This is an optimization exercise on Yosys and OpenROAD, whose aim is small area, a short achievable clock period and few clock cycles per item, not a production implementation.
In this exercise RTL edits were held to simulation tests only and were not proved equivalent to the original.
No activity file was given, so power comes from the tool's default toggle rates.

## rational_arith_reduce
module rational_arith_reduce #(
   parameter int OPERAND_WIDTH = 16
) (
   input  logic                                  clock,
   input  logic                                  reset,
   input  logic                                  req_tvalid,
   output logic                                  req_tready,
   input  logic [8*((2+4*OPERAND_WIDTH+7)/8)-1:0] req_tdata,
   output logic                                  rsp_tvalid,
   input  logic                                  rsp_tready,
   output logic [71:0]                           rsp_tdata,
   output logic                                  rsp_tuser
);
clock: 15.0 ns
lec_check: 0
cap_margin: 20
core_margin: 2
core_utilization: 70
cts_cluster_diameter: 100
cts_cluster_size: 24
slew_margin: 20
standard.sh (not shown) runs the stock make flow with config.mk's settings and CLKGATE_MAP_FILE= SYNTH_SCRIPT=/design/flow/synth_recipe.tcl, a recipe that flattens the netlist after the stock synthesis.
==> flow/flow/run.sh <==
#!/bin/bash
# Standard layout (standard synthesis, floorplan, placement, CTS, routing) with
# the timing repair steps asked to leave 10.8 ns of setup slack at the design's
# clock period, so they size the critical paths up, and every port buffered
# with buf_2 rather than the default delay-buffer cell. The make output goes to
# make_finish.log; each ORFS step logs under orfs/logs/.
set -euo pipefail
bash standard.sh SETUP_SLACK_MARGIN=10.8 "BUFFER_PORTS_ARGS=-buffer_cell sky130_fd_sc_hd__buf_2" finish > make_finish.log 2>&1
The baseline completed with no timing, DRC or antenna violations.
Testbench counts at the start, summed over its fixed seeds: cycles 38,469, items 2,400.
==> next run, changes <==
==> flow/flow/run.sh (replaced) <==
#!/bin/bash
# Standard layout (standard synthesis, floorplan, placement, CTS, routing) with
# the timing repair steps asked to leave 10.8 ns of setup slack at the design's
# clock period, so they size the critical paths up, and every port buffered
# with buf_1 rather than the default delay-buffer cell. The make output goes to
# make_finish.log; each ORFS step logs under orfs/logs/.
set -euo pipefail
bash standard.sh SETUP_SLACK_MARGIN=10.8 "BUFFER_PORTS_ARGS=-buffer_cell sky130_fd_sc_hd__buf_1" finish > make_finish.log 2>&1
--- a/flow/config.mk
+++ b/flow/config.mk
@@ -9,5 +9,3 @@
 export CORE_MARGIN = 2
-export CORE_UTILIZATION = 70
-export CTS_CLUSTER_DIAMETER = 100
-export CTS_CLUSTER_SIZE = 24
+export CORE_UTILIZATION = 55
 export SLEW_MARGIN = 20
What happened: The new run passed the timing, design-rule and antenna checks. Hold slack gets worse by 20 ps. Global-route usage falls by 5.7 points. Worst setup slack gets better by 46 ps. Cell count rises by 7.1%. Synthesized cell count stays the same. Clock skew falls by 11 ps.
==> next run, changes <==
==> flow/flow/run.sh (replaced) <==
#!/bin/bash
# Standard layout (standard synthesis, floorplan, placement, CTS, routing) with
# the timing repair steps asked to leave 10.8 ns of setup slack at the design's
# clock period, so they size the critical paths up, and every port buffered
# with buf_4 rather than the default delay-buffer cell. The make output goes to
# make_finish.log; each ORFS step logs under orfs/logs/.
set -euo pipefail
bash standard.sh SETUP_SLACK_MARGIN=10.8 "BUFFER_PORTS_ARGS=-buffer_cell sky130_fd_sc_hd__buf_4" finish > make_finish.log 2>&1
--- a/flow/config.mk
+++ b/flow/config.mk
@@ -9,3 +9,3 @@
 export CORE_MARGIN = 2
-export CORE_UTILIZATION = 55
+export CORE_UTILIZATION = 40
 export SLEW_MARGIN = 20
Effect:
- sequential power hardly moves
- area after synthesis does not change
- total power barely changes
- worst setup slack stays flat
==> next run, changes <==
==> flow/flow/run.sh (replaced) <==
#!/bin/bash
# Standard layout (standard synthesis, floorplan, placement, CTS, routing) with
# the timing repair steps asked to leave 10.8 ns of setup slack at the design's
# clock period, so they size the critical paths up, and every port buffered
# with buf_2 rather than the default delay-buffer cell. The make output goes to
# make_finish.log; each ORFS step logs under orfs/logs/.
set -euo pipefail
bash standard.sh SETUP_SLACK_MARGIN=10.8 "BUFFER_PORTS_ARGS=-buffer_cell sky130_fd_sc_hd__buf_2" finish > make_finish.log 2>&1
--- a/flow/config.mk
+++ b/flow/config.mk
@@ -9,3 +9,5 @@
 export CORE_MARGIN = 2
-export CORE_UTILIZATION = 40
+export CORE_UTILIZATION = 55
+export CTS_CLUSTER_DIAMETER = 100
+export CTS_CLUSTER_SIZE = 20
 export SLEW_MARGIN = 20
=>
- clock skew is about the same
- global-route usage is higher by 7.9 points
- total power is lower by a few percent
- final area is lower by a few percent
- combinational power is lower slightly
- critical path depth does not change
- wire length is lower slightly
- die area is lower by a quarter to a third
- worst setup slack gains 33 ps
- via count barely changes

port drivers added, routing unchanged:
Ports are ideal in the flow. The routed layouts listed here were re-timed in OpenROAD. Step 1, drivers: a clkbuf_16 drives clock and a buf_2 each remaining input, both assumed. Step 2 adds t to the input delays and takes it off the output delays; t is the mean of the earliest and latest rising clock arrival at the registers after step 1. Input paths then give back, and output paths get back, about the clock's delay inside the block. Slacks: no drivers / after step 1 / after step 2; pairs: no drivers / after step 1.
| run | t (ns) | setup WS [ns] | worst hold slack (ns) | worst setup path after step 2 | worst data-port slew with drivers (ns) |
|---|---|---|---|---|---|
| the first run | 0.587 | 10.744 / 10.744 / 10.574 | 0.509 / 0.509 / 0.509 | input to register | 0.05 |
| the second run | 0.632 | 10.790 / 10.732 / 10.584 | 0.489 / 0.489 / 0.489 | input to register | 0.05 |
| the third run | 0.632 | 10.790 / 10.731 / 10.587 | 0.529 / 0.529 / 0.529 | input to register | 0.04 |
| the fourth run | 0.612 | 10.824 / 10.765 / 10.636 | 0.505 / 0.505 / 0.505 | input to register | 0.06 |
After both steps setup and hold are still met in every run listed. The setup slack of the second run, which loses most, moves by -0.058 ns with the drivers and by -0.206 ns with both steps.
